From an optimization exercise on the open Yosys and OpenROAD flow, aimed at small area; shortcuts taken in it are not production practice.
Only simulation tests tie the RTL to the original design; equivalence was not proved.
Power and IR drop assume default switching activity.

==> design/flow/config.mk <==
export PLATFORM = sky130hd
export DESIGN_NAME = fetch_queue
export DESIGN_NICKNAME = fetch_queue
export VERILOG_FILES = /design/flow/design.v
export SDC_FILE = /design/flow/constraint.sdc
export NUM_CORES = 4
export LEC_CHECK = 0
export CAP_MARGIN = 20
export CORE_MARGIN = 2
export CORE_UTILIZATION = 40
export SLEW_MARGIN = 20
==> design/flow/run.sh <==
#!/bin/bash
# synth_recipe.tcl (not shown) runs the flow's synth.tcl, then flattens the netlist and writes it again
# the make line also repeats each setting of config.mk as NAME=value (left out here)
make -C /OpenROAD-flow-scripts/flow DESIGN_CONFIG=/design/flow/config.mk WORK_HOME=/design/flow/orfs CLKGATE_MAP_FILE= SYNTH_SCRIPT=/design/flow/synth_recipe.tcl finish
==> design/flow/design.v <==
package fetch_pkg;
  localparam int unsigned DEF_DATA_W  = 32;
  localparam int unsigned DEF_DEPTH   = 8;
  localparam int unsigned DEF_FETCH_W = 2;
  localparam int unsigned DEF_ISSUE_W = 2;
  localparam logic [DEF_DATA_W-1:0] NOP = '0;
endpackage
import fetch_pkg::*;
module fetch_queue_rotate
#(
  parameter int unsigned DATA_W  = DEF_DATA_W,
  parameter int unsigned DEPTH   = DEF_DEPTH,
  parameter int unsigned ISSUE_W = DEF_ISSUE_W
) (
  input  logic [DEPTH-1:0][DATA_W-1:0] i_instr,
  input  logic [DEPTH-1:0][DATA_W-1:0] i_pc,
  input  logic [((DEPTH > 1) ? $clog2(DEPTH) : 1)-1:0]      i_head,
  input  logic [$clog2(DEPTH + 1)-1:0]      i_count,
  output logic [ISSUE_W-1:0]           o_valid,
  output logic [ISSUE_W*DATA_W-1:0]    o_instr,
  output logic [ISSUE_W*DATA_W-1:0]    o_pc
);
  localparam int unsigned PTR_W = ((DEPTH > 1) ? $clog2(DEPTH) : 1);
  localparam int unsigned CNT_W = $clog2(DEPTH + 1);
  logic [ISSUE_W-1:0][PTR_W-1:0] w_rd_idx;
  always_comb begin
    for (int i = 0; i < int'(ISSUE_W); i++) w_rd_idx[i] = i_head + PTR_W'(i);
  end
  always_comb begin
    o_valid = '0;
    o_instr = {ISSUE_W{DATA_W'(NOP)}};
    o_pc    = '0;
    for (int i = 0; i < int'(ISSUE_W); i++) begin
      if (i_count > CNT_W'(i)) begin
        o_valid[i]                 = 1'b1;
        o_instr[i*DATA_W +: DATA_W] = i_instr[w_rd_idx[i]];
        o_pc[i*DATA_W +: DATA_W]    = i_pc[w_rd_idx[i]];
      end
    end
  end
endmodule
import fetch_pkg::*;
module fetch_queue
#(
  parameter int unsigned DATA_W  = DEF_DATA_W,
  parameter int unsigned DEPTH   = DEF_DEPTH,
  parameter int unsigned FETCH_W = DEF_FETCH_W,
  parameter int unsigned ISSUE_W = DEF_ISSUE_W
) (
  input  logic                      CLK,
  input  logic                      RESET,
  input  logic                      FREEZE,
  input  logic                      flush,
  input  logic [FETCH_W-1:0]        fq_in_valid,
  input  logic [FETCH_W*DATA_W-1:0] fq_in_instr,
  input  logic [FETCH_W*DATA_W-1:0] fq_in_pc,
  output logic                      fq_in_ready,
  output logic [ISSUE_W-1:0]        fq_out_valid,
  output logic [ISSUE_W*DATA_W-1:0] fq_out_instr,
  output logic [ISSUE_W*DATA_W-1:0] fq_out_pc,
  input  logic [$clog2(ISSUE_W + 1)-1:0] fq_out_take,
  output logic [$clog2(DEPTH + 1)-1:0]   fq_count
);
  localparam int unsigned PTR_W  = ((DEPTH > 1) ? $clog2(DEPTH) : 1);
  localparam int unsigned CNT_W  = $clog2(DEPTH + 1);
  localparam int unsigned LANE_W = $clog2(FETCH_W + 1);
  logic [DEPTH-1:0][DATA_W-1:0] r_instr;
  logic [DEPTH-1:0][DATA_W-1:0] r_pc;
  logic [PTR_W-1:0]             r_head;
  logic [PTR_W-1:0]             r_tail;
  logic [CNT_W-1:0]             r_count;
  logic [LANE_W-1:0] w_prefix;
  logic [LANE_W-1:0] w_push_n;
  logic              w_run;
  logic              w_ready;
  logic [CNT_W-1:0]  w_space;
  logic [CNT_W-1:0]  w_avail;
  logic [CNT_W-1:0]  w_take;
  logic [CNT_W-1:0]  w_pop_n;
  always_comb begin
    w_prefix = '0;
    w_run    = 1'b1;
    for (int i = 0; i < int'(FETCH_W); i++) begin
      w_run = w_run & fq_in_valid[i];
      if (w_run) w_prefix = w_prefix + LANE_W'(1);
    end
  end
  assign w_space  = CNT_W'(DEPTH) - r_count;
  assign w_ready  = RESET & ~FREEZE & ~flush & (w_space >= CNT_W'(FETCH_W));
  assign w_push_n = w_ready ? w_prefix : '0;
  assign w_avail = (r_count < CNT_W'(ISSUE_W)) ? r_count : CNT_W'(ISSUE_W);
  assign w_take  = CNT_W'(fq_out_take);
  assign w_pop_n = (FREEZE | flush) ? '0 : ((w_take < w_avail) ? w_take : w_avail);
  always_ff @(posedge CLK or negedge RESET) begin
    if (!RESET) begin
      r_head  <= '0;
      r_tail  <= '0;
      r_count <= '0;
    end else if (flush) begin
      r_head  <= '0;
      r_tail  <= '0;
      r_count <= '0;
    end else if (!FREEZE) begin
      r_head  <= r_head + PTR_W'(w_pop_n);
      r_tail  <= r_tail + PTR_W'(w_push_n);
      r_count <= r_count + CNT_W'(w_push_n) - w_pop_n;
    end
  end
  logic [FETCH_W-1:0][PTR_W-1:0] w_wr_idx;
  always_comb begin
    for (int i = 0; i < int'(FETCH_W); i++) w_wr_idx[i] = r_tail + PTR_W'(i);
  end
  always_ff @(posedge CLK) begin
    for (int i = 0; i < int'(FETCH_W); i++) begin
      if (LANE_W'(i) < w_push_n) begin
        r_instr[w_wr_idx[i]] <= fq_in_instr[i*DATA_W +: DATA_W];
        r_pc[w_wr_idx[i]]    <= fq_in_pc[i*DATA_W +: DATA_W];
      end
    end
  end
  fetch_queue_rotate #(
    .DATA_W  (DATA_W),
    .DEPTH   (DEPTH),
    .ISSUE_W (ISSUE_W)
  ) u_rotate (
    .i_instr (r_instr),
    .i_pc    (r_pc),
    .i_head  (r_head),
    .i_count (r_count),
    .o_valid (fq_out_valid),
    .o_instr (fq_out_instr),
    .o_pc    (fq_out_pc)
  );
  assign fq_in_ready = w_ready;
  assign fq_count    = r_count;
endmodule
==> design/flow/constraint.sdc <==
create_clock -name core_clock -period 5.0 [get_ports {CLK}]
set_input_delay 1.0000 -clock core_clock [delete_from_list [all_inputs] [get_ports {CLK}]]
set_output_delay 1.0000 -clock core_clock [all_outputs]
set_load 0.01 [all_outputs]
==> run notes <==
class of the most critical setup path=flip-flop to output pin; final worst path period share=97.1%; number of standard-cell rows in the floorplan=100; area overhead of the layout relative to synthesis=19.4%; Post-CTS Resized=0; crit path max-delay cell type=sky130_fd_sc_hd__clkdlybuf4s50_1; clock edge transition at the registers on the reported setup and hold paths=0.06 ns; buffer type at the clock tree root=sky130_fd_sc_hd__clkbuf_16; worst path cell trace=buf_16 > mux4_2 > nand2_1 > a21oi_1 > clkdlybuf4s50_1; detailed-routing iteration count for the pre-antenna-repair pass=6; HPWL Detailed=69300 um; clock latency on the worst-skew pair=0.63 ns; Sequential Power Share=34.9%; endpoint of the worst-slack reg-to-reg timing path=r_instr[105]$_DFF_P_; Least-Margin Pin Slew=1.05 ns; proportion of power drawn by the clock network=30.4%; required time of the critical path=4.00 ns; Gate power share=34.7%; final setup vio count=0; number of CTS-inserted buffers=58; startpoint of the most critical hold path=r_instr[227]$_DFF_P_; total power density per cell area=409 mW/mm2; largest clock skew in the final design=0.0225 ns; number of hold violations in the final report=0; die height=278 um; Die Wd=278 um; H-tree lvl count=2; Synth Register Bits=522; total number of vias=27.7k; leading cell types by count after synthesis=sky130_fd_sc_hd__dfxtp_1, sky130_fd_sc_hd__nor2b_1, sky130_fd_sc_hd__a221o_1; worst-path fanout max=146; worst flop-to-flop path startpoint=r_count[1]$_DFFE_PN0P_; number of antenna-violating nets in the routed design=0; first-pass GRT wire length=179000 um; type of origin of the critical path=flip-flop; cell taking the most area after synthesis=sky130_fd_sc_hd__dfxtp_1; maximum vdd drop=0.317 mV; clock sink count=522; worst reg2reg setup slack=0.87 ns; count of pins over their slew limit=0; CP top delay family=buffers and inverters; Largest stage delay, worst path=0.67 ns; Worst Hold Endpoint=r_instr[227]$_DFF_P_; count of unresolved DRC violations after routing=0; relative max-transition margin=29.7%; count of buffering cells on the critical path with inverters included=2; Seq/Total Area, Yosys=35.0%; CTS tree=built; highest clock frequency the design can meet=206 MHz; mapped cell area=0.0300 mm2; number of I/O pins=271; total congestion overflow after global routing=0; switching pwr=4.79 mW; minimum setup slack after placement=0.672 ns; via count of the first global-routing pass=28.1k; portion of synthesized cell area occupied by the leading cell type=34.1%; Total Neg Setup Slack=0 ns; Placed Instance Area=0.0339 mm2; detailed router's first-iteration violation count=3968; layout cell share with drive strength beyond 1=15.7%; count of hold-fix buffers inserted at cts=0; post-synthesis cell type count=60; switching fraction of total power=32.7%; initial antenna violation count=9; leakage power summed over all cells=13.6 nW; Synth Area per Inst=10.3 um2; most area-consuming cells after synthesis=sky130_fd_sc_hd__dfxtp_1, sky130_fd_sc_hd__mux4_2, sky130_fd_sc_hd__a221o_1, sky130_fd_sc_hd__nor2b_1, sky130_fd_sc_hd__nand2_1; Hold Worst Slack=0.490 ns; most frequently used cell type in the post-synthesis netlist=sky130_fd_sc_hd__dfxtp_1; unrepaired setup endpoints after global routing=false; number of synthesized flops with an enable pin=0; number of cells on the worst hold path=2; final RePlAce weighted congestion=0.867; critical path endpoint category=output pin; maximum number of pins on one net before global-route repair=147; Bufs on Longest Clock Path=3; Fill cells=6649; maxcap violations=0; minimum clock period=4.85 ns; class of the worst hold path=flip-flop to flip-flop; net count reported at finish=3192; final routed wirelength across all metal layers=121000 um; share of synthesized flip-flops with an asynchronous set or reset=1.92%; routed length per instance=29.9 um; via density per instance=6.84; count of port buffers added during placement=270; depth of the most critical reg-to-reg path=9; Design Area, Final=0.0359 mm2; final worst-path setup slack=0.146 ns; buffers inserted by post-CTS timing repair=0; syn nets=3078; initial cell density of the core=40.4%; Core Footprint=0.0744 mm2; GRT Resource Usage Total=30.2%; result of the run=timing/DRC/antenna clean; Internal=9.87 mW; most instantiated flip-flop cell in the synthesis netlist=sky130_fd_sc_hd__dfxtp_1; crit path DAT=3.85 ns; die outline area=0.0773 mm2; Post-Synthesis Cells=2913; YS warnings=2
## logic make-up (layout without fill, tap and decap cells)
| family | Yosys count | count (layout) | synth area share, % |
|---|---|---|---|
| simple gates | 883 | 883 | 15.2 |
| flops | 522 | 522 | 35.0 |
| other cells | 0 | 7 | 0 |
| compound gates | 762 | 762 | 21.1 |
| buf+inv | 356 | 518 | 4.74 |
| mux | 353 | 353 | 22.4 |
| xor+xnor | 8 | 8 | 0.283 |
| fa+ha+maj | 29 | 29 | 1.31 |
## power groups by stage
stage	clock, mW	sequential [mW]	combinational (mW)
3_5_place_dp	0	5.16	5.01
4_1_cts	4.48	5.09	5.04
6_report	4.46	5.12	5.08
2_1_floorplan	0	5.02	3.05
3_3_place_gp	0	5.12	4.94
5_1_grt	4.65	5.16	5.39
## sequential cells by signal, summed over array words and instances, names as in the netlist
signal / count
r_instr: 256
r_pc: 256
r_count: 4
r_head: 3
r_tail: 3
## routing by layer
layer / part of all wire [%] / track usage (%) / vias up
met5: 0.044 / 0 / -
met4: 4.8 / 14.5 / 8
met3: 11 / 6.75 / 404
met2: 46 / 47.9 / 1959
met1: 38 / 39.2 / 13900
li1: - / - / 11400
## layout make-up
cell class	count	area, um2	area share [%]
sequential	522	10500	29.3
clock inverter	22	215	0.600
inverter	53	199	0.554
timing repair buffer	357	3610	10.1
tap	969	1210	3.38
antenna	7	17.5	0.0488
clock buffer	86	1760	4.90
multi-input combinational	2035	18400	51.2
## cell usage in the layout (no fill, tap or decap), types with 4 or more instances in the layout
| cell type | instances |
|---|---|
| sky130_fd_sc_hd__o211ai_1 | 67 |
| sky130_fd_sc_hd__a2bb2oi_1 | 19 |
| sky130_fd_sc_hd__inv_1 | 53 |
| sky130_fd_sc_hd__ha_1 | 23 |
| sky130_fd_sc_hd__and2b_1 | 8 |
| sky130_fd_sc_hd__nand3_1 | 6 |
| sky130_fd_sc_hd__or3_1 | 4 |
| sky130_fd_sc_hd__clkdlybuf4s50_1 | 270 |
| sky130_fd_sc_hd__and3_1 | 47 |
| sky130_fd_sc_hd__nand2_1 | 269 |
| sky130_fd_sc_hd__clkbuf_1 | 8 |
| sky130_fd_sc_hd__a21oi_1 | 72 |
| sky130_fd_sc_hd__a21o_1 | 32 |
| sky130_fd_sc_hd__mux4_2 | 256 |
| sky130_fd_sc_hd__dfrtp_1 | 7 |
| sky130_fd_sc_hd__clkinv_2 | 16 |
| sky130_fd_sc_hd__o21ai_0 | 82 |
| sky130_fd_sc_hd__clkbuf_16 | 58 |
| sky130_fd_sc_hd__buf_12 | 19 |
| sky130_fd_sc_hd__diode_2 | 7 |
| sky130_fd_sc_hd__o221ai_1 | 19 |
| sky130_fd_sc_hd__nor2_1 | 144 |
| sky130_fd_sc_hd__a221oi_4 | 4 |
| sky130_fd_sc_hd__nor2b_1 | 333 |
| sky130_fd_sc_hd__a221o_1 | 318 |
| sky130_fd_sc_hd__a22o_1 | 31 |
| sky130_fd_sc_hd__mux2i_1 | 97 |
| sky130_fd_sc_hd__nand2b_1 | 39 |
| sky130_fd_sc_hd__fa_1 | 4 |
| sky130_fd_sc_hd__a32oi_1 | 28 |
| sky130_fd_sc_hd__dfxtp_1 | 512 |
| sky130_fd_sc_hd__buf_4 | 67 |
| sky130_fd_sc_hd__clkbuf_8 | 20 |
| sky130_fd_sc_hd__a22oi_1 | 68 |
| sky130_fd_sc_hd__nand4_1 | 4 |
## worst min-delay path, cell delays in order, from the launching register on
cell	delay, ns
sky130_fd_sc_hd__dfxtp_1	0.34
sky130_fd_sc_hd__nand2_1	0.06
sky130_fd_sc_hd__o221ai_1	0.06
## worst max-delay path by stage
stage,slack (ns),cells past startpoint,end,from
after floorplan,1.24,12,r_count[3]$_DFFE_PN0P_,FREEZE
after global placement,0.67,14,r_count[3]$_DFFE_PN0P_,fq_out_take[1]
after detailed placement,0.67,14,r_count[3]$_DFFE_PN0P_,fq_out_take[1]
after CTS,0.23,5,fq_out_pc[32],r_head[0]$_DFFE_PN0P_
after global routing,0.07,5,fq_out_pc[32],r_head[0]$_DFFE_PN0P_
final,0.15,5,fq_out_pc[32],r_head[0]$_DFFE_PN0P_
## through the flow
| step | power [mW] | cells | utilization (%) |
|---|---|---|---|
| 2_1_floorplan | 8.07 | 2913 | - |
| 3_3_place_gp | 10.1 | 3936 | 45.5 |
| 3_5_place_dp | 10.2 | 3936 | 45.5 |
| 4_1_cts | 14.6 | 4044 | 48.1 |
| 5_1_grt | 15.2 | 4049 | 48.2 |
| 6_report | 14.7 | 4051 | 48.2 |

afterwards: timing with drivers on the ports:
No port has a modelled driver above. Below, the same layout with a new extraction and two added sets of constraints. Step 1, drivers: a clkbuf_16 drives CLK and a buf_2 each remaining input, both assumed. Step 2, shift: input delay + t, output delay - t, t = (earliest + latest rising clock arrival at the registers) / 2. This alone moves slack from input paths to output paths. Slacks: no drivers / after step 1 / after step 2; pairs: no drivers / after step 1.
t (ns): 0.688
setup slack, ns: 0.146 / 0.081 / 0.670
hold slack, ns: 0.490 / 0.490 / 0.490
worst setup path after step 2: input to register
worst register clock-pin slew, ns: 0.06 / 0.06
After both steps setup and hold are still met in this run. For this run, drivers alone change the setup slack by -0.065 ns; drivers and shift together by +0.524 ns.
